Background: an optimization exercise with open tools, aiming at small area, a short achievable clock period and few clock cycles per item. Do not read the settings as production practice.
The RTL was checked by simulation tests, not by an equivalence proof against the original design.
Power and IR drop assume default switching activity.

===== design/flow/config.mk =====
export PLATFORM = sky130hd
export DESIGN_NAME = poly_actor
export DESIGN_NICKNAME = poly_actor
export VERILOG_FILES = /design/flow/design.v
export SDC_FILE = /design/flow/constraint.sdc
export NUM_CORES = 4
export LEC_CHECK = 0
export ABC_AREA = 1
export ABC_CLOCK_PERIOD_IN_PS = 3500
export CAP_MARGIN = 30
export CORE_MARGIN = 2
export CORE_UTILIZATION = 35
export CTS_CLUSTER_DIAMETER = 90
export CTS_CLUSTER_SIZE = 24
export PLACE_DENSITY = 0.45
export SETUP_SLACK_MARGIN = 5
export SLEW_MARGIN = 40
export SYNTH_MEMORY_MAX_BITS = 8192

===== design/flow/design.v =====
package poly_pkg;
    localparam int word_size = 16;
    localparam int slot_count = 8;
    localparam int max_coefs = 32;
    localparam int fifo_depth = 16;
    localparam int slot_bits = $clog2(slot_count);
    localparam int coef_bits = $clog2(max_coefs);    
    localparam int addr_bits = slot_bits + coef_bits;
    localparam int fifo_cw = $clog2(fifo_depth) + 1;
    localparam int cmd_bits = 8 + slot_bits + coef_bits;     
    localparam int tok_bits = word_size + 2;                 
    typedef enum logic [7:0] {
        op_stp = 8'h00,
        op_evp = 8'h01,
        op_evb = 8'h02,
        op_rst = 8'h03
    } opcode_t;
    typedef struct packed {
        opcode_t              opcode;
        logic [slot_bits-1:0] slot;
        logic [coef_bits-1:0] arg;   
    } cmd_word_t;
    typedef enum logic [1:0] {st_ok, st_no_poly, st_bad_opcode} status_t;
    typedef struct packed {
        logic [word_size-1:0] result;
        status_t              status;
    } out_token_t;
    typedef enum logic [3:0] {
        idle, get_cmd_start, get_cmd_wait, stp_start, stp_wait, evp_start, evp_wait,
        evb_start, evb_wait, evb_output, rst_slots, output_st
    } ctrl_state_t;
endpackage
`timescale 1ns/100ps
module token_fifo
#(
    parameter int width = 16,
    parameter int depth = 4          
)
(
    input  logic               clk,
    input  logic               rst,
    input  logic               wr_en,
    input  logic [width-1:0]   wr_data,
    input  logic               rd_en,
    output logic [width-1:0]   rd_data,
    output logic               valid,
    output logic               full
);
    localparam int aw = $clog2(depth);
    logic [width-1:0] mem [depth];
    logic [aw-1:0] wr_ptr;
    logic [aw-1:0] rd_ptr;
    logic [aw:0] count;
    logic do_wr;
    logic do_rd;
    assign full = count == (aw + 1)'(depth);
    assign valid = count != '0;
    assign do_wr = wr_en && !full;
    assign do_rd = rd_en && valid;
    assign rd_data = mem[rd_ptr];
    always_ff @(posedge clk or negedge rst)
    begin
        if (!rst)
        begin
            wr_ptr <= '0;
            rd_ptr <= '0;
            count <= '0;
        end
        else
        begin
            wr_ptr <= wr_ptr + aw'(do_wr);
            rd_ptr <= rd_ptr + aw'(do_rd);
            count <= count + (aw + 1)'(do_wr) - (aw + 1)'(do_rd);
        end
    end
    always_ff @(posedge clk)
    begin
        if (do_wr)
            mem[wr_ptr] <= wr_data;
    end
endmodule
`timescale 1ns/100ps
module coef_store
(
    input  logic                               clk,
    input  logic                               wr_en,
    input  logic [poly_pkg::slot_bits-1:0]     wr_slot,
    input  logic [4:0]                         wr_stage,
    input  logic [poly_pkg::word_size-1:0]     wr_data,
    input  logic [3:0]                         rd_tap,
    output logic [8*poly_pkg::word_size-1:0]   rd_data      
);
    localparam int w = poly_pkg::word_size;
    logic [8*32*w-1:0] ring;
    for (genvar s = 0; s < 8; s++)
    begin : g_slot
        for (genvar k = 0; k < 32; k++)
        begin : g_stage
            logic [w-1:0] q;
            if (k % 2 == 1)
            begin : g_wr
                always_ff @(posedge clk)
                begin
                    if (wr_en && wr_slot == 3'(s) && wr_stage == 5'(k))
                        q <= wr_data;
                    else
                        q <= ring[(s*32 + (k+31)%32)*w +: w];
                end
            end
            else
            begin : g_shift
                always_ff @(posedge clk)
                    q <= ring[(s*32 + (k+31)%32)*w +: w];
            end
            assign ring[(s*32 + k)*w +: w] = q;
        end
        logic [16*w-1:0] taps;
        for (genvar t = 0; t < 16; t++)
        begin : g_tap
            assign taps[t*w +: w] = ring[(s*32 + 2*t)*w +: w];
        end
        logic [w-1:0] tq;
        always_ff @(posedge clk)
            tq <= taps[rd_tap*w +: w];
        assign rd_data[s*w +: w] = tq;
    end
endmodule
`timescale 1ns/100ps
module mac_csa
(
    input  logic [15:0] a,
    input  logic [15:0] m,
    input  logic [15:0] c1,
    output logic [15:0] s0,
    output logic [15:0] s1,
    output logic [15:0] s2
);
    logic t1;
    logic t2;
    logic t3;
    logic t4;
    logic t5;
    logic t6;
    logic t7;
    logic t8;
    logic t9;
    logic t10;
    logic t11;
    logic t12;
    logic t13;
    logic t15;
    logic t17;
    logic t19;
    logic t21;
    logic t22;
    logic t23;
    logic t24;
    logic t25;
    logic t26;
    logic t27;
    logic t28;
    logic t29;
    logic t30;
    logic t31;
    logic t32;
    logic t33;
    logic t34;
    logic t35;
    logic t36;
    logic t37;
    logic t38;
    logic t39;
    logic t40;
    logic t41;
    logic t42;
    logic t43;
    logic t44;
    logic t45;
    logic t46;
    logic t47;
    logic t48;
    logic t49;
    logic t50;
    logic t51;
    logic t52;
    logic t53;
    logic t54;
    logic t55;
    logic t56;
    logic t57;
    logic t58;
    logic t59;
    logic t60;
    logic t61;
    logic t62;
    logic t63;
    logic t64;
    logic t65;
    logic t67;
    logic t69;
    logic t71;
    logic t73;
    logic t74;
    logic t75;
    logic t76;
    logic t77;
    logic t78;
    logic t79;
    logic t80;
    logic t81;
    logic t82;
    logic t83;
    logic t84;
    logic t85;
    logic t86;
    logic t87;
    logic t88;
    logic t89;
    logic t90;
    logic t91;
    logic t92;
    logic t93;
    logic t94;
    logic t95;
    logic t96;
    logic t97;
    logic t98;
    logic t99;
    logic t100;
    logic t101;
    logic t102;
    logic t103;
    logic t104;
    logic t105;
    logic t106;
    logic t107;
    logic t108;
    logic t109;
    logic t110;
    logic t111;
    logic t112;
    logic t113;
    logic t114;
    logic t115;
    logic t116;
    logic t117;
    logic t118;
    logic t119;
    logic t120;
    logic t121;
    logic t122;
    logic t123;
    logic t124;
    logic t125;
    logic t126;
    logic t127;
    logic t129;
    logic t131;
    logic t133;
    logic t134;
    logic t135;
    logic t136;
    logic t137;
    logic t138;
    logic t139;
    logic t140;
    logic t141;
    logic t142;
    logic t143;
    logic t144;
    logic t145;
    logic t146;
    logic t147;
    logic t148;
    logic t149;
    logic t150;
    logic t151;
    logic t152;
    logic t153;
    logic t154;
    logic t155;
    logic t156;
    logic t157;
    logic t158;
    logic t159;
    logic t160;
    logic t161;
    logic t162;
    logic t163;
    logic t164;
    logic t165;
    logic t166;
    logic t167;
    logic t168;
    logic t169;
    logic t170;
    logic t171;
    logic t172;
    logic t173;
    logic t174;
    logic t175;
    logic t176;
    logic t177;
    logic t178;
    logic t179;
    logic t181;
    logic t183;
    logic t184;
    logic t185;
    logic t186;
    logic t187;
    logic t188;
    logic t189;
    logic t190;
    logic t191;
    logic t192;
    logic t193;
    logic t194;
    logic t195;
    logic t196;
    logic t197;
    logic t198;
    logic t199;
    logic t200;
    logic t201;
    logic t202;
    logic t203;
    logic t204;
    logic t205;
    logic t206;
    logic t207;
    logic t208;
    logic t209;
    assign t1 = (a[12] & m[0]) ^ (a[11] & m[1]);
    assign t2 = (a[12] & m[0]) & (a[11] & m[1]);
    assign t3 = (a[13] & m[0]) ^ (a[12] & m[1]) ^ (a[11] & m[2]);
    assign t4 = ((a[13] & m[0]) & (a[12] & m[1])) | ((a[13] & m[0]) & (a[11] & m[2])) | ((a[12] & m[1]) & (a[11] & m[2]));
    assign t5 = (a[10] & m[3]) ^ (a[9] & m[4]);
    assign t6 = (a[10] & m[3]) & (a[9] & m[4]);
    assign t7 = (a[14] & m[0]) ^ (a[13] & m[1]) ^ (a[12] & m[2]);
    assign t8 = ((a[14] & m[0]) & (a[13] & m[1])) | ((a[14] & m[0]) & (a[12] & m[2])) | ((a[13] & m[1]) & (a[12] & m[2]));
    assign t9 = (a[11] & m[3]) ^ (a[10] & m[4]) ^ (a[9] & m[5]);
    assign t10 = ((a[11] & m[3]) & (a[10] & m[4])) | ((a[11] & m[3]) & (a[9] & m[5])) | ((a[10] & m[4]) & (a[9] & m[5]));
    assign t11 = (a[8] & m[6]) ^ (a[7] & m[7]);
    assign t12 = (a[8] & m[6]) & (a[7] & m[7]);
    assign t13 = (a[15] & m[0]) ^ (a[14] & m[1]) ^ (a[13] & m[2]);
    assign t15 = (a[12] & m[3]) ^ (a[11] & m[4]) ^ (a[10] & m[5]);
    assign t17 = (a[9] & m[6]) ^ (a[8] & m[7]) ^ (a[7] & m[8]);
    assign t19 = (a[6] & m[9]) ^ (a[5] & m[10]);
    assign t21 = (a[8] & m[0]) ^ (a[7] & m[1]);
    assign t22 = (a[8] & m[0]) & (a[7] & m[1]);
    assign t23 = (a[9] & m[0]) ^ (a[8] & m[1]) ^ (a[7] & m[2]);
    assign t24 = ((a[9] & m[0]) & (a[8] & m[1])) | ((a[9] & m[0]) & (a[7] & m[2])) | ((a[8] & m[1]) & (a[7] & m[2]));
    assign t25 = (a[6] & m[3]) ^ (a[5] & m[4]);
    assign t26 = (a[6] & m[3]) & (a[5] & m[4]);
    assign t27 = (a[10] & m[0]) ^ (a[9] & m[1]) ^ (a[8] & m[2]);
    assign t28 = ((a[10] & m[0]) & (a[9] & m[1])) | ((a[10] & m[0]) & (a[8] & m[2])) | ((a[9] & m[1]) & (a[8] & m[2]));
    assign t29 = (a[7] & m[3]) ^ (a[6] & m[4]) ^ (a[5] & m[5]);
    assign t30 = ((a[7] & m[3]) & (a[6] & m[4])) | ((a[7] & m[3]) & (a[5] & m[5])) | ((a[6] & m[4]) & (a[5] & m[5]));
    assign t31 = (a[4] & m[6]) ^ (a[3] & m[7]);
    assign t32 = (a[4] & m[6]) & (a[3] & m[7]);
    assign t33 = (a[11] & m[0]) ^ (a[10] & m[1]) ^ (a[9] & m[2]);
    assign t34 = ((a[11] & m[0]) & (a[10] & m[1])) | ((a[11] & m[0]) & (a[9] & m[2])) | ((a[10] & m[1]) & (a[9] & m[2]));
    assign t35 = (a[8] & m[3]) ^ (a[7] & m[4]) ^ (a[6] & m[5]);
    assign t36 = ((a[8] & m[3]) & (a[7] & m[4])) | ((a[8] & m[3]) & (a[6] & m[5])) | ((a[7] & m[4]) & (a[6] & m[5]));
    assign t37 = (a[5] & m[6]) ^ (a[4] & m[7]) ^ (a[3] & m[8]);
    assign t38 = ((a[5] & m[6]) & (a[4] & m[7])) | ((a[5] & m[6]) & (a[3] & m[8])) | ((a[4] & m[7]) & (a[3] & m[8]));
    assign t39 = (a[2] & m[9]) ^ (a[1] & m[10]);
    assign t40 = (a[2] & m[9]) & (a[1] & m[10]);
    assign t41 = t1 ^ (a[10] & m[2]) ^ (a[9] & m[3]);
    assign t42 = (t1 & (a[10] & m[2])) | (t1 & (a[9] & m[3])) | ((a[10] & m[2]) & (a[9] & m[3]));
    assign t43 = (a[8] & m[4]) ^ (a[7] & m[5]) ^ (a[6] & m[6]);
    assign t44 = ((a[8] & m[4]) & (a[7] & m[5])) | ((a[8] & m[4]) & (a[6] & m[6])) | ((a[7] & m[5]) & (a[6] & m[6]));
    assign t45 = (a[5] & m[7]) ^ (a[4] & m[8]) ^ (a[3] & m[9]);
    assign t46 = ((a[5] & m[7]) & (a[4] & m[8])) | ((a[5] & m[7]) & (a[3] & m[9])) | ((a[4] & m[8]) & (a[3] & m[9]));
    assign t47 = (a[2] & m[10]) ^ (a[1] & m[11]) ^ (a[0] & m[12]);
    assign t48 = ((a[2] & m[10]) & (a[1] & m[11])) | ((a[2] & m[10]) & (a[0] & m[12])) | ((a[1] & m[11]) & (a[0] & m[12]));
    assign t49 = t2 ^ t3 ^ t5;
    assign t50 = (t2 & t3) | (t2 & t5) | (t3 & t5);
    assign t51 = (a[8] & m[5]) ^ (a[7] & m[6]) ^ (a[6] & m[7]);
    assign t52 = ((a[8] & m[5]) & (a[7] & m[6])) | ((a[8] & m[5]) & (a[6] & m[7])) | ((a[7] & m[6]) & (a[6] & m[7]));
    assign t53 = (a[5] & m[8]) ^ (a[4] & m[9]) ^ (a[3] & m[10]);
    assign t54 = ((a[5] & m[8]) & (a[4] & m[9])) | ((a[5] & m[8]) & (a[3] & m[10])) | ((a[4] & m[9]) & (a[3] & m[10]));
    assign t55 = (a[2] & m[11]) ^ (a[1] & m[12]) ^ (a[0] & m[13]);
    assign t56 = ((a[2] & m[11]) & (a[1] & m[12])) | ((a[2] & m[11]) & (a[0] & m[13])) | ((a[1] & m[12]) & (a[0] & m[13]));
    assign t57 = t4 ^ t6 ^ t7;
    assign t58 = (t4 & t6) | (t4 & t7) | (t6 & t7);
    assign t59 = t9 ^ t11 ^ (a[6] & m[8]);
    assign t60 = (t9 & t11) | (t9 & (a[6] & m[8])) | (t11 & (a[6] & m[8]));
    assign t61 = (a[5] & m[9]) ^ (a[4] & m[10]) ^ (a[3] & m[11]);
    assign t62 = ((a[5] & m[9]) & (a[4] & m[10])) | ((a[5] & m[9]) & (a[3] & m[11])) | ((a[4] & m[10]) & (a[3] & m[11]));
    assign t63 = (a[2] & m[12]) ^ (a[1] & m[13]) ^ (a[0] & m[14]);
    assign t64 = ((a[2] & m[12]) & (a[1] & m[13])) | ((a[2] & m[12]) & (a[0] & m[14])) | ((a[1] & m[13]) & (a[0] & m[14]));
    assign t65 = t8 ^ t10 ^ t12;
    assign t67 = t13 ^ t15 ^ t17;
    assign t69 = t19 ^ (a[4] & m[11]) ^ (a[3] & m[12]);
    assign t71 = (a[2] & m[13]) ^ (a[1] & m[14]) ^ (a[0] & m[15]);
    assign t73 = (a[5] & m[0]) ^ (a[4] & m[1]);
    assign t74 = (a[5] & m[0]) & (a[4] & m[1]);
    assign t75 = (a[6] & m[0]) ^ (a[5] & m[1]) ^ (a[4] & m[2]);
    assign t76 = ((a[6] & m[0]) & (a[5] & m[1])) | ((a[6] & m[0]) & (a[4] & m[2])) | ((a[5] & m[1]) & (a[4] & m[2]));
    assign t77 = (a[3] & m[3]) ^ (a[2] & m[4]);
    assign t78 = (a[3] & m[3]) & (a[2] & m[4]);
    assign t79 = (a[7] & m[0]) ^ (a[6] & m[1]) ^ (a[5] & m[2]);
    assign t80 = ((a[7] & m[0]) & (a[6] & m[1])) | ((a[7] & m[0]) & (a[5] & m[2])) | ((a[6] & m[1]) & (a[5] & m[2]));
    assign t81 = (a[4] & m[3]) ^ (a[3] & m[4]) ^ (a[2] & m[5]);
    assign t82 = ((a[4] & m[3]) & (a[3] & m[4])) | ((a[4] & m[3]) & (a[2] & m[5])) | ((a[3] & m[4]) & (a[2] & m[5]));
    assign t83 = (a[1] & m[6]) ^ (a[0] & m[7]);
    assign t84 = (a[1] & m[6]) & (a[0] & m[7]);
    assign t85 = t21 ^ (a[6] & m[2]) ^ (a[5] & m[3]);
    assign t86 = (t21 & (a[6] & m[2])) | (t21 & (a[5] & m[3])) | ((a[6] & m[2]) & (a[5] & m[3]));
    assign t87 = (a[4] & m[4]) ^ (a[3] & m[5]) ^ (a[2] & m[6]);
    assign t88 = ((a[4] & m[4]) & (a[3] & m[5])) | ((a[4] & m[4]) & (a[2] & m[6])) | ((a[3] & m[5]) & (a[2] & m[6]));
    assign t89 = (a[1] & m[7]) ^ (a[0] & m[8]) ^ c1[8];
    assign t90 = ((a[1] & m[7]) & (a[0] & m[8])) | ((a[1] & m[7]) & c1[8]) | ((a[0] & m[8]) & c1[8]);
    assign t91 = t22 ^ t23 ^ t25;
    assign t92 = (t22 & t23) | (t22 & t25) | (t23 & t25);
    assign t93 = (a[4] & m[5]) ^ (a[3] & m[6]) ^ (a[2] & m[7]);
    assign t94 = ((a[4] & m[5]) & (a[3] & m[6])) | ((a[4] & m[5]) & (a[2] & m[7])) | ((a[3] & m[6]) & (a[2] & m[7]));
    assign t95 = (a[1] & m[8]) ^ (a[0] & m[9]) ^ c1[9];
    assign t96 = ((a[1] & m[8]) & (a[0] & m[9])) | ((a[1] & m[8]) & c1[9]) | ((a[0] & m[9]) & c1[9]);
    assign t97 = t24 ^ t26 ^ t27;
    assign t98 = (t24 & t26) | (t24 & t27) | (t26 & t27);
    assign t99 = t29 ^ t31 ^ (a[2] & m[8]);
    assign t100 = (t29 & t31) | (t29 & (a[2] & m[8])) | (t31 & (a[2] & m[8]));
    assign t101 = (a[1] & m[9]) ^ (a[0] & m[10]) ^ c1[10];
    assign t102 = ((a[1] & m[9]) & (a[0] & m[10])) | ((a[1] & m[9]) & c1[10]) | ((a[0] & m[10]) & c1[10]);
    assign t103 = t28 ^ t30 ^ t32;
    assign t104 = (t28 & t30) | (t28 & t32) | (t30 & t32);
    assign t105 = t33 ^ t35 ^ t37;
    assign t106 = (t33 & t35) | (t33 & t37) | (t35 & t37);
    assign t107 = t39 ^ (a[0] & m[11]) ^ c1[11];
    assign t108 = (t39 & (a[0] & m[11])) | (t39 & c1[11]) | ((a[0] & m[11]) & c1[11]);
    assign t109 = t34 ^ t36 ^ t38;
    assign t110 = (t34 & t36) | (t34 & t38) | (t36 & t38);
    assign t111 = t40 ^ t41 ^ t43;
    assign t112 = (t40 & t41) | (t40 & t43) | (t41 & t43);
    assign t113 = t45 ^ t47 ^ c1[12];
    assign t114 = (t45 & t47) | (t45 & c1[12]) | (t47 & c1[12]);
    assign t115 = t42 ^ t44 ^ t46;
    assign t116 = (t42 & t44) | (t42 & t46) | (t44 & t46);
    assign t117 = t48 ^ t49 ^ t51;
    assign t118 = (t48 & t49) | (t48 & t51) | (t49 & t51);
    assign t119 = t53 ^ t55 ^ c1[13];
    assign t120 = (t53 & t55) | (t53 & c1[13]) | (t55 & c1[13]);
    assign t121 = t50 ^ t52 ^ t54;
    assign t122 = (t50 & t52) | (t50 & t54) | (t52 & t54);
    assign t123 = t56 ^ t57 ^ t59;
    assign t124 = (t56 & t57) | (t56 & t59) | (t57 & t59);
    assign t125 = t61 ^ t63 ^ c1[14];
    assign t126 = (t61 & t63) | (t61 & c1[14]) | (t63 & c1[14]);
    assign t127 = t58 ^ t60 ^ t62;
    assign t129 = t64 ^ t65 ^ t67;
    assign t131 = t69 ^ t71 ^ c1[15];
    assign t133 = (a[3] & m[0]) ^ (a[2] & m[1]);
    assign t134 = (a[3] & m[0]) & (a[2] & m[1]);
    assign t135 = (a[4] & m[0]) ^ (a[3] & m[1]) ^ (a[2] & m[2]);
    assign t136 = ((a[4] & m[0]) & (a[3] & m[1])) | ((a[4] & m[0]) & (a[2] & m[2])) | ((a[3] & m[1]) & (a[2] & m[2]));
    assign t137 = (a[1] & m[3]) ^ (a[0] & m[4]);
    assign t138 = (a[1] & m[3]) & (a[0] & m[4]);
    assign t139 = t73 ^ (a[3] & m[2]) ^ (a[2] & m[3]);
    assign t140 = (t73 & (a[3] & m[2])) | (t73 & (a[2] & m[3])) | ((a[3] & m[2]) & (a[2] & m[3]));
    assign t141 = (a[1] & m[4]) ^ (a[0] & m[5]) ^ c1[5];
    assign t142 = ((a[1] & m[4]) & (a[0] & m[5])) | ((a[1] & m[4]) & c1[5]) | ((a[0] & m[5]) & c1[5]);
    assign t143 = t74 ^ t75 ^ t77;
    assign t144 = (t74 & t75) | (t74 & t77) | (t75 & t77);
    assign t145 = (a[1] & m[5]) ^ (a[0] & m[6]) ^ c1[6];
    assign t146 = ((a[1] & m[5]) & (a[0] & m[6])) | ((a[1] & m[5]) & c1[6]) | ((a[0] & m[6]) & c1[6]);
    assign t147 = t76 ^ t78 ^ t79;
    assign t148 = (t76 & t78) | (t76 & t79) | (t78 & t79);
    assign t149 = t81 ^ t83 ^ c1[7];
    assign t150 = (t81 & t83) | (t81 & c1[7]) | (t83 & c1[7]);
    assign t151 = t80 ^ t82 ^ t84;
    assign t152 = (t80 & t82) | (t80 & t84) | (t82 & t84);
    assign t153 = t85 ^ t87 ^ t89;
    assign t154 = (t85 & t87) | (t85 & t89) | (t87 & t89);
    assign t155 = t86 ^ t88 ^ t90;
    assign t156 = (t86 & t88) | (t86 & t90) | (t88 & t90);
    assign t157 = t91 ^ t93 ^ t95;
    assign t158 = (t91 & t93) | (t91 & t95) | (t93 & t95);
    assign t159 = t92 ^ t94 ^ t96;
    assign t160 = (t92 & t94) | (t92 & t96) | (t94 & t96);
    assign t161 = t97 ^ t99 ^ t101;
    assign t162 = (t97 & t99) | (t97 & t101) | (t99 & t101);
    assign t163 = t98 ^ t100 ^ t102;
    assign t164 = (t98 & t100) | (t98 & t102) | (t100 & t102);
    assign t165 = t103 ^ t105 ^ t107;
    assign t166 = (t103 & t105) | (t103 & t107) | (t105 & t107);
    assign t167 = t104 ^ t106 ^ t108;
    assign t168 = (t104 & t106) | (t104 & t108) | (t106 & t108);
    assign t169 = t109 ^ t111 ^ t113;
    assign t170 = (t109 & t111) | (t109 & t113) | (t111 & t113);
    assign t171 = t110 ^ t112 ^ t114;
    assign t172 = (t110 & t112) | (t110 & t114) | (t112 & t114);
    assign t173 = t115 ^ t117 ^ t119;
    assign t174 = (t115 & t117) | (t115 & t119) | (t117 & t119);
    assign t175 = t116 ^ t118 ^ t120;
    assign t176 = (t116 & t118) | (t116 & t120) | (t118 & t120);
    assign t177 = t121 ^ t123 ^ t125;
    assign t178 = (t121 & t123) | (t121 & t125) | (t123 & t125);
    assign t179 = t122 ^ t124 ^ t126;
    assign t181 = t127 ^ t129 ^ t131;
    assign t183 = (a[2] & m[0]) ^ (a[1] & m[1]);
    assign t184 = (a[2] & m[0]) & (a[1] & m[1]);
    assign t185 = t133 ^ (a[1] & m[2]) ^ (a[0] & m[3]);
    assign t186 = (t133 & (a[1] & m[2])) | (t133 & (a[0] & m[3])) | ((a[1] & m[2]) & (a[0] & m[3]));
    assign t187 = t134 ^ t135 ^ t137;
    assign t188 = (t134 & t135) | (t134 & t137) | (t135 & t137);
    assign t189 = t136 ^ t138 ^ t139;
    assign t190 = (t136 & t138) | (t136 & t139) | (t138 & t139);
    assign t191 = t140 ^ t142 ^ t143;
    assign t192 = (t140 & t142) | (t140 & t143) | (t142 & t143);
    assign t193 = t144 ^ t146 ^ t147;
    assign t194 = (t144 & t146) | (t144 & t147) | (t146 & t147);
    assign t195 = t148 ^ t150 ^ t151;
    assign t196 = (t148 & t150) | (t148 & t151) | (t150 & t151);
    assign t197 = t152 ^ t154 ^ t155;
    assign t198 = (t152 & t154) | (t152 & t155) | (t154 & t155);
    assign t199 = t156 ^ t158 ^ t159;
    assign t200 = (t156 & t158) | (t156 & t159) | (t158 & t159);
    assign t201 = t160 ^ t162 ^ t163;
    assign t202 = (t160 & t162) | (t160 & t163) | (t162 & t163);
    assign t203 = t164 ^ t166 ^ t167;
    assign t204 = (t164 & t166) | (t164 & t167) | (t166 & t167);
    assign t205 = t168 ^ t170 ^ t171;
    assign t206 = (t168 & t170) | (t168 & t171) | (t170 & t171);
    assign t207 = t172 ^ t174 ^ t175;
    assign t208 = (t172 & t174) | (t172 & t175) | (t174 & t175);
    assign t209 = t176 ^ t178 ^ t179;
    assign s0[0] = (a[0] & m[0]);
    assign s1[0] = c1[0];
    assign s2[0] = 1'b0;
    assign s0[1] = (a[1] & m[0]);
    assign s1[1] = (a[0] & m[1]);
    assign s2[1] = c1[1];
    assign s0[2] = t183;
    assign s1[2] = (a[0] & m[2]);
    assign s2[2] = c1[2];
    assign s0[3] = t184;
    assign s1[3] = t185;
    assign s2[3] = c1[3];
    assign s0[4] = t186;
    assign s1[4] = t187;
    assign s2[4] = c1[4];
    assign s0[5] = t188;
    assign s1[5] = t189;
    assign s2[5] = t141;
    assign s0[6] = t190;
    assign s1[6] = t191;
    assign s2[6] = t145;
    assign s0[7] = t192;
    assign s1[7] = t193;
    assign s2[7] = t149;
    assign s0[8] = t194;
    assign s1[8] = t195;
    assign s2[8] = t153;
    assign s0[9] = t196;
    assign s1[9] = t197;
    assign s2[9] = t157;
    assign s0[10] = t198;
    assign s1[10] = t199;
    assign s2[10] = t161;
    assign s0[11] = t200;
    assign s1[11] = t201;
    assign s2[11] = t165;
    assign s0[12] = t202;
    assign s1[12] = t203;
    assign s2[12] = t169;
    assign s0[13] = t204;
    assign s1[13] = t205;
    assign s2[13] = t173;
    assign s0[14] = t206;
    assign s1[14] = t207;
    assign s2[14] = t177;
    assign s0[15] = t208;
    assign s1[15] = t209;
    assign s2[15] = t181;
endmodule
`timescale 1ns/100ps
module poly_actor
(
    input  logic                            clk,
    input  logic                            rst,
    input  logic                            cmd_req,
    input  poly_pkg::cmd_word_t             cmd_data,
    output logic                            cmd_ack,
    input  logic                            data_req,
    input  logic [poly_pkg::word_size-1:0]  data_in,
    output logic                            data_ack,
    output logic                            out_req,
    output poly_pkg::out_token_t            out_token,
    input  logic                            out_ack
);
    localparam int w = poly_pkg::word_size;
    localparam int lanes = 8;
    localparam int lw = $clog2(lanes);
    logic [1:0] in_req;
    logic [1:0] in_ack;
    logic [1:0] in_full;
    logic [1:0] in_wr;
    poly_pkg::cmd_word_t cq;
    logic cv;
    logic cmd_pop;
    logic [w-1:0] dq;
    logic dv;
    logic data_pop;
    assign in_req = {data_req, cmd_req};
    assign in_wr = in_req & ~in_ack & ~in_full;
    assign cmd_ack = in_ack[0];
    assign data_ack = in_ack[1];
    always_ff @(posedge clk or negedge rst)
    begin
        if (!rst)
            in_ack <= '0;
        else
            in_ack <= (in_ack & in_req) | in_wr;
    end
    token_fifo #(.width(poly_pkg::cmd_bits), .depth(2)) cmd_fifo_i
    (
        .clk(clk), .rst(rst), .wr_en(in_wr[0]), .wr_data(cmd_data), .rd_en(cmd_pop),
        .rd_data(cq), .valid(cv), .full(in_full[0])
    );
    token_fifo #(.width(w), .depth(8)) data_fifo_i
    (
        .clk(clk), .rst(rst), .wr_en(in_wr[1]), .wr_data(data_in), .rd_en(data_pop),
        .rd_data(dq), .valid(dv), .full(in_full[1])
    );
    logic [4:0] ph;
    logic [4:0] deg [poly_pkg::slot_count];
    logic [poly_pkg::slot_count-1:0] slot_ok;
    logic wr_en;
    logic [2:0] wr_slot;
    logic [4:0] wr_stage;
    logic [w-1:0] wr_data;
    logic [3:0] sel_tap;
    logic [8*w-1:0] sv;      
    coef_store store_i
    (
        .clk(clk), .wr_en(wr_en), .wr_slot(wr_slot), .wr_stage(wr_stage), .wr_data(wr_data),
        .rd_tap(sel_tap), .rd_data(sv)
    );
    typedef enum logic [1:0] {q_idle, q_setup, q_eval, q_bad} seq_state_t;
    typedef enum logic [1:0] {a_idle, a_mac, a_fin} act_t;
    seq_state_t st;
    logic [2:0] slot;
    logic [4:0] n;           
    logic [1:0] stat;        
    logic [4:0] idx;         
    logic [5:0] rem;         
    logic [w-1:0] x_next [lanes];
    logic [w-1:0] x2_next [lanes];
    logic [4:0] tn [lanes];
    logic [2:0] tsl [lanes];
    logic [1:0] tst [lanes];
    logic [lw:0] cnt_next;
    logic [4:0] nmax;
    logic [7:0] pend_mask;   
    act_t act;
    logic [1:0] pd;          
    logic pdb;               
    logic [7:0] grp_mask;    
    logic [4:0] new_n;
    logic [lw:0] new_cnt;
    logic [lw:0] eng_cnt;
    logic [lw:0] cpy_cnt;
    logic [4:0] mcnt;
    logic [4:0] ib;          
    logic z1;                
    logic z2;                
    logic finn;              
    logic n0;                
    logic [1:0] fq;          
    logic [w-1:0] acc [lanes];
    logic [1:0] fst [lanes];
    logic [w-1:0] sq_a;
    logic [lw-1:0] sq_i;
    logic [lw-1:0] sq_j;
    logic sq_v;
    logic sq_w;
    logic [w-1:0] sq_t0;
    logic [w-1:0] sq_t1;
    logic [w-1:0] sq_t2;
    logic [w-1:0] sq_r0;
    logic [w-1:0] sq_r1;
    logic [w-1:0] sq_r2;
    logic [poly_pkg::tok_bits-1:0] res0 [lanes];
    logic [poly_pkg::tok_bits-1:0] res1 [lanes];
    logic [lw:0] res_cnt [2];
    logic [lw:0] res_ptr;
    logic wsel;
    logic rsel;
    logic res_free;          
    logic res_have;          
    logic stp_go;
    logic room;
    logic can_load;
    logic add_bad;
    logic add;
    logic launch;
    logic eng_open;
    logic do_copy;
    logic [5:0] cnt_cmd;
    logic [4:0] tap_pos;
    assign res_free = act == a_idle ? res_cnt[wsel] == '0 : res_cnt[!wsel] == '0;
    assign res_have = res_cnt[rsel] != '0;
    assign do_copy = fq[1];
    assign finn = act == a_mac && mcnt == '0;
    assign eng_open = !pdb && (act == a_idle || act == a_fin || (act == a_mac && mcnt[4:1] == '0));
    assign stp_go = st == q_setup && dv && !ph[0] ^ idx[0] && !(grp_mask[slot] || pend_mask[slot]);
    assign tap_pos = ph + nmax + 5'd2;
    assign launch = cnt_next != '0 && eng_open && !tap_pos[0] && res_free && fq == '0;
    assign room = cnt_next != (lw + 1)'(lanes) && !launch && !pd[0];
    assign can_load = st == q_eval && dv && room;
    assign add_bad = st == q_bad && room;
    assign add = can_load || add_bad;
    assign data_pop = stp_go || can_load;
    assign cmd_pop = st == q_idle && cv;
    assign cnt_cmd = cq.opcode == poly_pkg::op_evb ? {1'b0, cq.arg} : 6'd1;
    always_ff @(posedge clk or negedge rst)
    begin
        if (!rst)
        begin
            st <= q_idle;
            slot <= '0;
            n <= '0;
            stat <= poly_pkg::st_ok;
            idx <= '0;
            rem <= '0;
            cnt_next <= '0;
            nmax <= '0;
            pend_mask <= '0;
            slot_ok <= '0;
            ph <= '0;
            wr_en <= 1'b0;
            for (int i = 0; i < poly_pkg::slot_count; i++)
                deg[i] <= '0;
        end
        else
        begin
            ph <= ph + 5'd1;
            wr_en <= stp_go;
            if (launch)
            begin
                cnt_next <= '0;
                nmax <= '0;
                pend_mask <= '0;
            end
            else if (add)
            begin
                cnt_next <= cnt_next + 1'b1;
                if (stat == poly_pkg::st_ok)
                begin
                    if (n > nmax)
                        nmax <= n;
                    pend_mask[slot] <= 1'b1;
                end
            end
            case (st)
                q_idle:
                begin
                    if (cv)
                    begin
                        slot <= cq.slot;
                        idx <= '0;
                        case (cq.opcode)
                            poly_pkg::op_stp:
                            begin
                                n <= cq.arg;
                                st <= q_setup;
                            end
                            poly_pkg::op_evp, poly_pkg::op_evb:
                            begin
                                n <= slot_ok[cq.slot] ? deg[cq.slot] : '0;
                                stat <= slot_ok[cq.slot] ? poly_pkg::st_ok : poly_pkg::st_no_poly;
                                rem <= cnt_cmd;
                                if (cnt_cmd != '0)
                                    st <= q_eval;
                            end
                            poly_pkg::op_rst: slot_ok <= '0;
                            default:
                            begin
                                n <= '0;
                                stat <= poly_pkg::st_bad_opcode;
                                st <= q_bad;
                            end
                        endcase
                    end
                end
                q_setup:
                begin
                    if (stp_go)
                    begin
                        idx <= idx + 5'd1;
                        if (idx == n)
                        begin
                            deg[slot] <= n;
                            slot_ok[slot] <= 1'b1;
                            st <= q_idle;
                        end
                    end
                end
                q_eval:
                begin
                    if (can_load)
                    begin
                        rem <= rem - 6'd1;
                        if (rem == 6'd1)
                            st <= q_idle;
                    end
                end
                q_bad:
                begin
                    if (add_bad)
                        st <= q_idle;
                end
                default: st <= q_idle;
            endcase
        end
    end
    always_ff @(posedge clk)
    begin
        wr_slot <= slot;
        wr_stage <= ph + idx + 5'd3;
        wr_data <= dq;
        if (add)
        begin
            x_next[cnt_next[lw-1:0]] <= dq;
            tn[cnt_next[lw-1:0]] <= n;
            tsl[cnt_next[lw-1:0]] <= slot;
            tst[cnt_next[lw-1:0]] <= stat;
        end
        sq_a <= dq;
        sq_i <= cnt_next[lw-1:0];
        sq_j <= sq_i;
        sq_r0 <= sq_t0;
        sq_r1 <= sq_t1;
        sq_r2 <= sq_t2;
        if (sq_w)
            x2_next[sq_j] <= sq_r0 + sq_r1 + sq_r2;
    end
    always_ff @(posedge clk or negedge rst)
    begin
        if (!rst)
        begin
            sq_v <= 1'b0;
            sq_w <= 1'b0;
        end
        else
        begin
            sq_v <= can_load;
            sq_w <= sq_v;
        end
    end
    mac_csa sq_csa_i
    (
        .a(sq_a), .m(sq_a), .c1('0), .s0(sq_t0), .s1(sq_t1), .s2(sq_t2)
    );
    always_ff @(posedge clk or negedge rst)
    begin
        if (!rst)
        begin
            act <= a_idle;
            pd <= '0;
            pdb <= 1'b0;
            grp_mask <= '0;
            new_n <= '0;
            new_cnt <= '0;
            eng_cnt <= '0;
            cpy_cnt <= '0;
            mcnt <= '0;
            ib <= '0;
            z1 <= 1'b0;
            z2 <= 1'b0;
            n0 <= 1'b0;
            fq <= '0;
            sel_tap <= '0;
        end
        else
        begin
            pd <= {pd[0], launch};
            pdb <= launch || pd[0];
            if (launch)
            begin
                new_n <= nmax;
                new_cnt <= cnt_next;
                sel_tap <= tap_pos[4:1];
                grp_mask <= pend_mask;
            end
            else if (act != a_mac && !pdb)
                grp_mask <= '0;
            ib <= pd[0] ? new_n : ib - 5'd1;
            fq <= {fq[0], act == a_fin};
            if (act == a_fin)
                cpy_cnt <= eng_cnt;
            if (pd[1])
            begin
                act <= a_mac;
                mcnt <= new_n;
                eng_cnt <= new_cnt;
            end
            else if (act == a_mac)
            begin
                mcnt <= mcnt - 5'd1;
                if (mcnt == '0)
                    act <= a_fin;
            end
            else
                act <= a_idle;
            z1 <= pd[1];
            z2 <= z1;
            if (pd[1])
                n0 <= new_n == '0;
        end
    end
    function automatic logic [w-1:0] ks_add(input logic [w-1:0] a, input logic [w-1:0] b);
        logic [w-1:0] g;
        logic [w-1:0] p;
        logic [w-1:0] gg;
        logic [w-1:0] pp;
        logic [w-1:0] gn;
        logic [w-1:0] pn;
        g = a & b;
        p = a ^ b;
        gg = g;
        pp = p;
        for (int d = 1; d < w; d = d * 2)
        begin
            for (int k = 0; k < w; k++)
            begin
                if (k >= d)
                begin
                    gn[k] = gg[k] | (pp[k] & gg[k-d]);
                    pn[k] = pp[k] & pp[k-d];
                end
                else
                begin
                    gn[k] = gg[k];
                    pn[k] = pp[k];
                end
            end
            gg = gn;
            pp = pn;
        end
        ks_add = p ^ {gg[w-2:0], 1'b0};
    endfunction
    for (genvar i = 0; i < lanes; i++)
    begin : g_lane
        logic [w-1:0] x;
        logic [w-1:0] m;
        logic [4:0] ln;
        logic [2:0] lsl;
        logic [1:0] lst;
        logic [w-1:0] lc;
        logic [w-1:0] t0;
        logic [w-1:0] t1;
        logic [w-1:0] t2;
        logic [w-1:0] r0;
        logic [w-1:0] r1;
        logic [w-1:0] r2;
        logic [w-1:0] e;
        logic [w-1:0] sum2;
        logic [w-1:0] u0;
        logic [w-1:0] u1;
        logic [w-1:0] v0;
        logic [w-1:0] v1;
        assign sum2 = ks_add(v0, v1);
        assign u0 = r0 ^ r1 ^ r2;
        assign u1 = {(r0[w-2:0] & r1[w-2:0]) | (r0[w-2:0] & r2[w-2:0]) | (r1[w-2:0] & r2[w-2:0]), 1'b0};
        assign v0 = u0 ^ u1 ^ e;
        assign v1 = {(u0[w-2:0] & u1[w-2:0]) | (u0[w-2:0] & e[w-2:0]) | (u1[w-2:0] & e[w-2:0]), 1'b0};
        mac_csa csa_i
        (
            .a(acc[i]), .m(m), .c1(lc), .s0(t0), .s1(t1), .s2(t2)
        );
        always_ff @(posedge clk)
        begin
            if (pd[0])
            begin
                ln <= tn[i];
                lsl <= tsl[i];
            end
            if (pd[1])
            begin
                x <= x_next[i];
                lst <= tst[i];
            end
            if (pd[1])
                m <= '0;
            else if (finn)
                m <= n0 ? '0 : x;
            else if (z2)
                m <= x2_next[i];     
            if (act == a_fin)
                fst[i] <= lst;
            lc <= finn || ib > ln ? '0 : sv[lsl*w +: w];
            r0 <= t0;
            r1 <= t1;
            r2 <= t2;
            acc[i] <= sum2;
            e <= act == a_fin ? sum2 : '0;
        end
    end
    always_ff @(posedge clk or negedge rst)
    begin
        if (!rst)
        begin
            res_cnt[0] <= '0;
            res_cnt[1] <= '0;
            res_ptr <= '0;
            wsel <= 1'b0;
            rsel <= 1'b0;
            out_req <= 1'b0;
        end
        else
        begin
            if (do_copy)
            begin
                res_cnt[wsel] <= cpy_cnt;
                wsel <= !wsel;
            end
            if (!out_req && !out_ack && res_have)
            begin
                out_req <= 1'b1;
                if (res_ptr + 1'b1 == res_cnt[rsel])
                begin
                    res_ptr <= '0;
                    res_cnt[rsel] <= '0;
                    rsel <= !rsel;
                end
                else
                    res_ptr <= res_ptr + 1'b1;
            end
            else if (out_ack)
                out_req <= 1'b0;
        end
    end
    always_ff @(posedge clk)
    begin
        if (!out_req && !out_ack && res_have)
            out_token <= rsel ? res1[res_ptr[lw-1:0]] : res0[res_ptr[lw-1:0]];
        for (int i = 0; i < lanes; i++)
        begin
            if (do_copy && !wsel)
                res0[i] <= {fst[i] == poly_pkg::st_ok ? acc[i] : 16'h0000, fst[i]};
            if (do_copy && wsel)
                res1[i] <= {fst[i] == poly_pkg::st_ok ? acc[i] : 16'h0000, fst[i]};
        end
    end
endmodule

===== design/flow/run.sh =====
#!/bin/bash
# synth_recipe.tcl (not shown) runs the flow's synth.tcl, then flattens the netlist and writes it again
# the make line also repeats each setting of config.mk as NAME=value (left out here)
make -C /OpenROAD-flow-scripts/flow DESIGN_CONFIG=/design/flow/config.mk WORK_HOME=/design/flow/orfs CLKGATE_MAP_FILE= SYNTH_SCRIPT=/design/flow/synth_recipe.tcl finish

===== design/flow/constraint.sdc =====
create_clock -name core_clock -period 8.5 [get_ports {clk}]
set_input_delay 1.7000 -clock core_clock [delete_from_list [all_inputs] [get_ports {clk}]]
set_output_delay 1.7000 -clock core_clock [all_outputs]
set_load 0.01 [all_outputs]

==> results of run 1 <==
==> worst min-delay path by stage <==
| stage | from | to | slack [ps] | cells past startpoint |
|---|---|---|---|---|
| 3_3_place_gp | store_i.g_slot[7].g_stage[3].q[6] | store_i.g_slot[7].g_stage[4].q[6] | 310 | 0 |
| 5_1_grt | store_i.g_slot[5].g_stage[25].q[5] | store_i.g_slot[5].g_stage[26].q[5] | 290 | 0 |
| 4_1_cts | store_i.g_slot[5].g_stage[25].q[5] | store_i.g_slot[5].g_stage[26].q[5] | 260 | 0 |
| 2_1_floorplan | g_lane[0].lc[0] | g_lane[0].r1[0] | 310 | 0 |
| 6_report | store_i.g_slot[5].g_stage[25].q[5] | store_i.g_slot[5].g_stage[26].q[5] | 290 | 0 |
| 3_5_place_dp | store_i.g_slot[0].g_stage[7].q[0] | store_i.g_slot[0].g_stage[8].q[0] | 310 | 0 |
==> logic make-up after synthesis <==
| group | count (synthesis) | synth area share (%) |
|---|---|---|
| AND/OR/NAND/NOR | 6827 | 11.09 |
| XOR/XNOR | 383 | 1.409 |
| buffers and inverters | 3780 | 6.072 |
| flip-flops | 6376 | 58.25 |
| AO/OA/AOI/OAI | 5763 | 13.46 |
| multiplexers | 14 | 0.05885 |
| adder cells (fa/ha/maj) | 1287 | 9.656 |
==> through the flow <==
step | area [um^2] | worst slack (ps) | power [mW] | utilization [%]
6_report | 258100 | 5067 | 109.5 | 38.12
5_1_grt | 258000 | 4959 | 117.3 | 38.10
4_1_cts | 257400 | 5000 | 110.6 | 38.02
3_5_place_dp | 247300 | 4360 | 92.35 | 36.52
3_3_place_gp | 246700 | 4375 | 91.79 | 36.44
2_1_floorplan | 238100 | 4095 | 69.90 | -
==> power by group <==
group	internal (mW)	switching (mW)
clock	7.72	10.4
combinational	15.8	33.7
sequential	36.1	5.77
==> state kept, by name, summed over array words and instances, names as in the netlist, 18 cells and up <==
signal	count
acc	128
cmd_fifo_i.mem	32
data_fifo_i.mem	128
deg	40
g_lane.e	128
g_lane.lc	128
g_lane.ln	40
g_lane.lsl	24
g_lane.m	128
g_lane.r0	128
g_lane.r1	128
g_lane.r2	120
g_lane.x	128
out_token	18
res0	144
res1	144
store_i.g_slot.g_stage.q	4096
store_i.g_slot.tq	128
tn	40
tsl	24
x2_next	120
x_next	128
==> metal layers <==
metal,vias to the layer above,wire length [um]
met3,939,38770
li1,77508,-
met2,4117,352600
met4,6,27810
met5,-,41
met1,81383,363400
==> what timing repair did <==
action | CTS | global route
endpoints found under the setup margin | 204 | 358
gates resized for setup | 78 | 70
cloned | 0 | 1
pin swaps | 4 | 16
buffers inserted | 7 | 15
==> synth_stat cells (16+ instances only) <==
| library cell | n |
|---|---|
| a21o_1 | 19 |
| a21oi_1 | 786 |
| a221oi_1 | 31 |
| a31oi_1 | 28 |
| and2_1 | 16 |
| buf_1 | 57 |
| buf_2 | 141 |
| clkbuf_1 | 1402 |
| clkbuf_2 | 63 |
| clkinv_1 | 22 |
| dfrtp_1 | 176 |
| dfxtp_1 | 5182 |
| edfxtp_1 | 1018 |
| fa_1 | 918 |
| ha_1 | 368 |
| inv_1 | 2083 |
| nand2_1 | 4430 |
| nand3_1 | 217 |
| nand4_1 | 58 |
| nor2_1 | 2009 |
| nor3_1 | 33 |
| o211ai_1 | 604 |
| o21ai_0 | 3503 |
| o21ai_1 | 113 |
| o21bai_1 | 17 |
| o221ai_1 | 208 |
| o22ai_1 | 393 |
| or2_2 | 27 |
| xnor2_1 | 178 |
| xor2_1 | 205 |
==> area by class of cell <==
class / instances / area, um^2
Antenna cell: 70 / 175.2
Fill cell: 67774 / 419000
Tap cell: 8968 / 11220
Multi-Input combinational cell: 14274 / 85840
Clock inverter: 95 / 1216
Timing Repair inverter: 1 / 5.005
Clock buffer: 398 / 8787
Inverter: 2113 / 8071
Timing Repair Buffer: 431 / 4001
Sequential cell: 6376 / 138800
==> qor.yml, run 1 <==
outcome:
  status: "no timing/DRC/antenna violations"
die:
  row_count: 302
  die_w_um: 828.8
  dieArea_um2: 687000
  ios: 58
  coreArea_um2: 677100
  die_y_um: 828.8
  start_util_pct: 35.17
finish:
  synthToLayoutAreaGrowth_pct: 8.406
  drive_above_1_share_pct: 4.787
  final_cell_count_no_fill: 32726
  nets: 24850
  final_common_cell: "dfxtp_1"
  final_cell_mix: "5121 x dfxtp_1, 4367 x nand2_1, 3500 x o21ai_0, 2061 x inv_1, 1970 x nor2_1"
hold_path:
  hold_path.class: "register to register"
global_routing:
  busiest_layer: "met2"
  use_met3_pct: 2.331
  track_usage_pct: 22.09
  antenna_found_initial: 71
  grt_max_degree: 159
  grt_pass1_vias: 158986
  grt_pass1_wl_mm: 1133
  use_met1_pct: 31.28
  grt.overflow.total: 0
  grtUsageMet2_pct: 35.59
logic_synthesis:
  synth_area_leaders: "dfxtp_1 44%, edfxtp_1 13%, fa_1 7.7%"
  synth-seq-cells: 6376
  synth_nets: 25753
  async_flop_share_pct: 2.760
  synth_ff_type: "dfxtp_1"
  synth_top_area_share_pct: 43.57
  ys_warn_count: 16
  netlist_area_um2: 238100
  yosysSeqAreaShare_pct: 58.25
  synth_edf_count: 1018
  syn_avg_cell_area_um2: 9.747
  postSynthCellCount: 24430
  synthDistinctLibCells: 56
  synth_top_area_cell: "dfxtp_1"
cts:
  clk_pin_slew_ps: 100
  numCtsBuffers: 330
  hold_buffers: 0
  cts_max_level: 5
  tritoncts: "built"
  clk_latency_ps: 1120
  clk_root_buffer_cell: "clkbuf_16"
  clkSinkCount: 6376
  cts.path.max_buffers: 4
worst_setup_path:
  cp-endpoint: "out_token[7]"
  reg2reg_depth: 7
  crit_family: "flip-flops"
  path_cells: "dlygate4sd2_1"
  path_buf_inv: 1
  cp.required_ps: 6800
  cpMaxStageDelayCell: "edfxtp_1"
  reg2reg_slack_ps: 5100
  worstPathArrival_ps: 1730
  start_kind: "register"
  worst-path-max-fanout: 1
  max_stage_delay_ps: 370
  timing.rr.start: "sel_tap[0]"
  path_class: "register to primary output"
  path_depth: 1
  startpoint: "out_token[7]"
  worstReg2RegEnd: "store_i.g_slot[6].tq[14]"
  end_kind: "primary output"
pwr:
  ir_drop_mv: 0.7743
  p_leak_nw: 105.0
  p_per_area_nw_per_um2: 424.1
route:
  num_vias: 163953
  wl_per_cell_um: 23.91
  wl_mm: 782.6
  drc: 0
  ant_nets: 0
  drt_iter0_drc: 14911
  viasPerCell: 5.010
  drt-pass1-iter-count: 5
sta:
  period_share_pct: 40.38
  finalCriticalPeriod_ps: 3433
  slew_headroom_pct: 33.23
  grt_setup_unrepaired: "true"
  timing.fmax_mhz: 291.3
  finalHoldViolCount: 0
  setup_viol: 0
  timing.setup.tns_ps: 0
  fin_skew_ps: 93.22
  hold_ws_ps: 286.6
  worstMarginPinSlew_ps: 1002
  drv_slew: 0
run:
  drv_cap: 0
placement:
  dp_hpwl_mm: 501.2
  numPlacedInstances: 32134
  gp_congestion: 0.8839
  portBuffers: 57
Testbench counts, summed over its fixed seeds: cycles 11,494, items 3,097.
==> inputs of run 2 (changes only) <==
==> design/flow/config.mk (replaced) <==
export PLATFORM = sky130hd
export DESIGN_NAME = poly_actor
export DESIGN_NICKNAME = poly_actor
export VERILOG_FILES = /design/flow/design.v
export SDC_FILE = /design/flow/constraint.sdc
export NUM_CORES = 4
export LEC_CHECK = 0
export ABC_CLOCK_PERIOD_IN_PS = 3500
export CAP_MARGIN = 30
export CORE_MARGIN = 2
export CORE_UTILIZATION = 50
export PLACE_DENSITY = 0.6
export SETUP_SLACK_MARGIN = 5
export SLEW_MARGIN = 40
export SYNTH_MEMORY_MAX_BITS = 8192
export TNS_END_PERCENT = 5
==> qor.yml, run 2 <==
route:
  ant_nets: 0  # unchanged
  drc: 0  # unchanged
  wl_mm: 653.2  # -17%
  drt-pass1-iter-count: 6  # +1
  wl_per_cell_um: 27.67  # +16%
  viasPerCell: 5.514  # +10%
  drt_iter0_drc: 11654  # -22%
  num_vias: 130174  # -21%
finish:
  nFillCells: 37791  # -44%
  largest-register: "store_i.g_slot.g_stage.q"
  nets: 18087  # -27%
  largest_reg_flops: 4096  # unchanged
  final_common_cell: "dfxtp_1"
  reg_top3: "store_i.g_slot.g_stage.q: 4096 flops, res0: 144 flops, res1: 144 flops"
  drive_above_1_share_pct: 26.99  # +22 points
  synthToLayoutAreaGrowth_pct: 13.36
  final_cell_mix: "5145 x dfxtp_1, 2090 x mux2_2, 1018 x edfxtp_1, 954 x and2_1, 917 x fa_1"
  final_cell_count_no_fill: 23610  # -28%
die:
  dieArea_um2: 480500  # -30%
  die_y_um: 693.2  # -16%
  start_util_pct: 50.11  # +15 points
  die_w_um: 693.2  # -16%
  row_count: 253  # -16%
  coreArea_um2: 473900  # -30%
  ios: 58  # unchanged
pwr:
  p_clk_share_pct: 35.9  # +19 points
  ir_drop_mv: 0.6646  # -14%
  seqPwrFrac_pct: 44.3  # +6.0 points
  switching_share_pct: 31.52  # -14 points
  power_switching_mw: 25.24  # -49%
  p_leak_nw: 109.6  # +4.4%
  p_comb_share_pct: 19.9  # -25 points
  p_int_mw: 54.84  # -8.0%
  p_per_area_nw_per_um2: 297.4  # -30%
logic_synthesis:
  async_flop_share_pct: 2.760  # unchanged
  synth_top_family_by_area: "multiplexers"
  synthMuxAreaShare_pct: 19.89  # +20 points
  synth_nets: 17918  # -30%
  synthSimpleGateAreaFrac_pct: 5.512  # -5.6 points
  synthDistinctLibCells: 76  # +36%
  yosys.area_share.adder_pct: 9.690  # +0.034 points
  ys_warn_count: 16  # unchanged
  synth_most_common_cell: "dfxtp_1"
  synth-seq-cells: 6376  # unchanged
  synth_edf_count: 1018  # unchanged
  synth_top_area_cell: "dfxtp_1"
  synth-compound-area-share_pct: 2.208  # -11 points
  synth_area_leaders: "dfxtp_1 44%, edfxtp_1 13%, mux2_2 10%"
  netlist_area_um2: 237500  # -0.27%
  synth_xor_area_share_pct: 1.545  # +0.14 points
  synth_top_area_share_pct: 43.68  # +0.12 points
  syn_avg_cell_area_um2: 14.31  # +47%
  postSynthCellCount: 16595  # -32%
  yosysSeqAreaShare_pct: 58.41  # +0.16 points
  synthTopCellsByCount: "5182 x dfxtp_1, 2100 x mux2_2, 1018 x edfxtp_1"
  synth_ff_type: "dfxtp_1"
worst_setup_path:
  worstPathArrival_ps: 1960  # +230 ps
  path_cells: "clkdlybuf4s50_1"
  path_buf_inv: 1  # unchanged
  start_kind: "register"
  path_class: "register to primary output"
  max_stage_delay_ps: 540  # +170 ps
  cpMaxStageDelayCell: "clkdlybuf4s50_1"
  cp.required_ps: 6800  # about the same
  worst-path-max-fanout: 1  # unchanged
  end_kind: "primary output"
  crit_family: "buffers and inverters"
cts:
  clk_pin_slew_ps: 70  # -30 ps
  clk_root_buffer_cell: "clkbuf_16"
  clk_latency_ps: 1100  # -20 ps
  numCtsBuffers: 642  # +95%
  clkSinkCount: 6376  # unchanged
  cts_max_level: 6  # +1
  cts.path.max_buffers: 4  # unchanged
  tritoncts: "built"
  hold_buffers: 0  # unchanged
sta:
  setup_viol: 0  # unchanged
  period_share_pct: 43.02  # +2.6 points
  worstMarginPinSlew_ps: 952.5  # -48.98 ps
  slew_headroom_pct: 34.68  # +1.4 points
  finalCriticalPeriod_ps: 3657  # +224.3 ps
  finalHoldViolCount: 0  # unchanged
  drv_slew: 0  # unchanged
  grt_setup_unrepaired: "true"
  timing.fmax_mhz: 273.5  # -6.1%
  fin_skew_ps: 63.24  # -29.98 ps
  timing.setup.tns_ps: 0  # unchanged
  hold_ws_ps: 288.0  # +1.385 ps
placement:
  dp_hpwl_mm: 422.2  # -16%
  gp_congestion: 0.8746  # -1.1%
  numPlacedInstances: 22330  # -31%
  portBuffers: 57  # unchanged
global_routing:
  grt.overflow.total: 0  # unchanged
  track_usage_pct: 26.91  # +4.8 points
  grt_max_degree: 127  # -20%
  grt_pass1_wl_mm: 942.8  # -17%
  grt_pass1_vias: 132291  # -17%
  antenna_found_initial: 72  # +1.4%
run:
  drv_cap: 0  # unchanged
outcome:
  status: "no timing/DRC/antenna violations"
hold_path:
  hold_path.class: "register to register"
-- run 2: changes by cell type after synthesis, sizes merged, moves of 912 or more --
cell   change
o21ai   -3380
and2     +939
nor2    -1392
inv     -1252
nand2   -3706
mux4     +912
mux2    +2100
-- run 2: final timing paths --
path	slack, ps	to	cells past startpoint	from
worst max-delay path	4840	out_token[3]	1	out_token[3]
worst max register to register	4920	g_lane[5].r1[15]	11	g_lane[5].m[2]
worst min register to register	290	store_i.g_slot[0].g_stage[12].q[4]	0	store_i.g_slot[0].g_stage[11].q[4]
max in group asynchronous	6630	sel_tap[3]	2	rst
worst min-delay path	290	store_i.g_slot[0].g_stage[12].q[4]	0	store_i.g_slot[0].g_stage[11].q[4]
min in group asynchronous	600	out_req	1	rst
-- run 2: cells by family after synthesis --
kind of cell / after synthesis
compound gates: 817
buf+inv: 1737
mux: 3316
xor+xnor: 419
flops: 6376
fa+ha+maj: 1289
simple gates: 2641
-- run 2: cell type report --
class	instances	area [um^2]	area share, %
repair inverters	2	17.52	0.006507
well taps	6247	7816	2.903
clock buffers	930	18670	6.934
diodes	70	175.2	0.06507
flip-flops and latches	6376	138800	51.57
multi-input cells	8482	93230	34.63
inverters	839	3174	1.179
clock inverters	243	2974	1.105
repair buffers	421	4329	1.608
-- run 2: layer usage --
layer	vias to the layer above	GRT usage, %	routed length (um)
met4	10	10.37	26300
met2	4100	42.84	301400
met3	1057	4.130	39690
met1	67271	37.24	285700
met5	-	0	64
li1	57736	-	-
-- run 2: stage by stage --
step | cell area, um^2 | setup slack [ps] | power, mW | util (%)
2_1_floorplan | 237500 | 3375 | 42.96 | -
3_3_place_gp | 245500 | 3882 | 51.16 | 51.80
3_5_place_dp | 246600 | 4150 | 51.49 | 52.04
4_1_cts | 268600 | 4726 | 80.39 | 56.68
5_1_grt | 269100 | 4772 | 82.79 | 56.78
6_report | 269200 | 4843 | 80.08 | 56.81
-- run 2: what timing repair did --
item                       in CTS  in global routing
pin swaps                       1                 15
gates resized for setup        35                 67
cloned                          2                  2
setup endpoints to repair     258                289
setup buffers                  13                 12
-- run 2: power by group through the flow --
stage,registers [mW],logic (mW),clock network (mW)
global placement,36.4,14.7,0
detailed placement,36.2,15.3,0
floorplan,34.5,8.50,0
CTS,35.4,15.8,29.2
finish,35.4,15.9,28.7
global route,35.6,16.7,30.4
-- run 2: worst register-to-register path, stage by stage (launching register included) --
cell	delay (ps)
dfxtp_1	720
nand2_1	170
fa_1	560
inv_1	50
fa_1	520
inv_1	50
fa_1	490
inv_1	50
fa_1	400
xor2_1	160
xnor2_1	190
xnor2_1	130

==> re-timing with driven ports <==
The results above use ideal ports. As a check the final layouts listed here were re-extracted and re-timed, cells and wires unchanged.
Step 1 (the two cells are an assumption about what drives the block):
set clk [get_ports {clk}]
set_driving_cell -lib_cell sky130_fd_sc_hd__clkbuf_16 $clk
set_driving_cell -lib_cell sky130_fd_sc_hd__buf_2 [delete_from_list [all_inputs] $clk]
Step 2 times the ports against the registers' clock, not the clock port: input delays grow and output delays shrink by t, the midpoint of the rising clock arrivals with the driver on.
Three values: ideal, step 1, step 2; two values: the first two.
run | shift t [ns] | slack for setup (ns) | worst hold slack (ns) | slew at the worst register clock pin (ns) | pins driven straight from the clock port
run 1 | 1.174 | 5.067 / 4.966 / 4.614 | 0.287 / 0.286 / 0.286 | 0.11 / 0.11 | 1
run 2 | 1.184 | 4.843 / 4.726 / 4.779 | 0.288 / 0.288 / 0.288 | 0.07 / 0.07 | 1
After both steps every run listed still meets setup and hold. For run 1, which loses most, drivers alone change the setup slack by -0.101 ns; drivers and shift together by -0.453 ns.
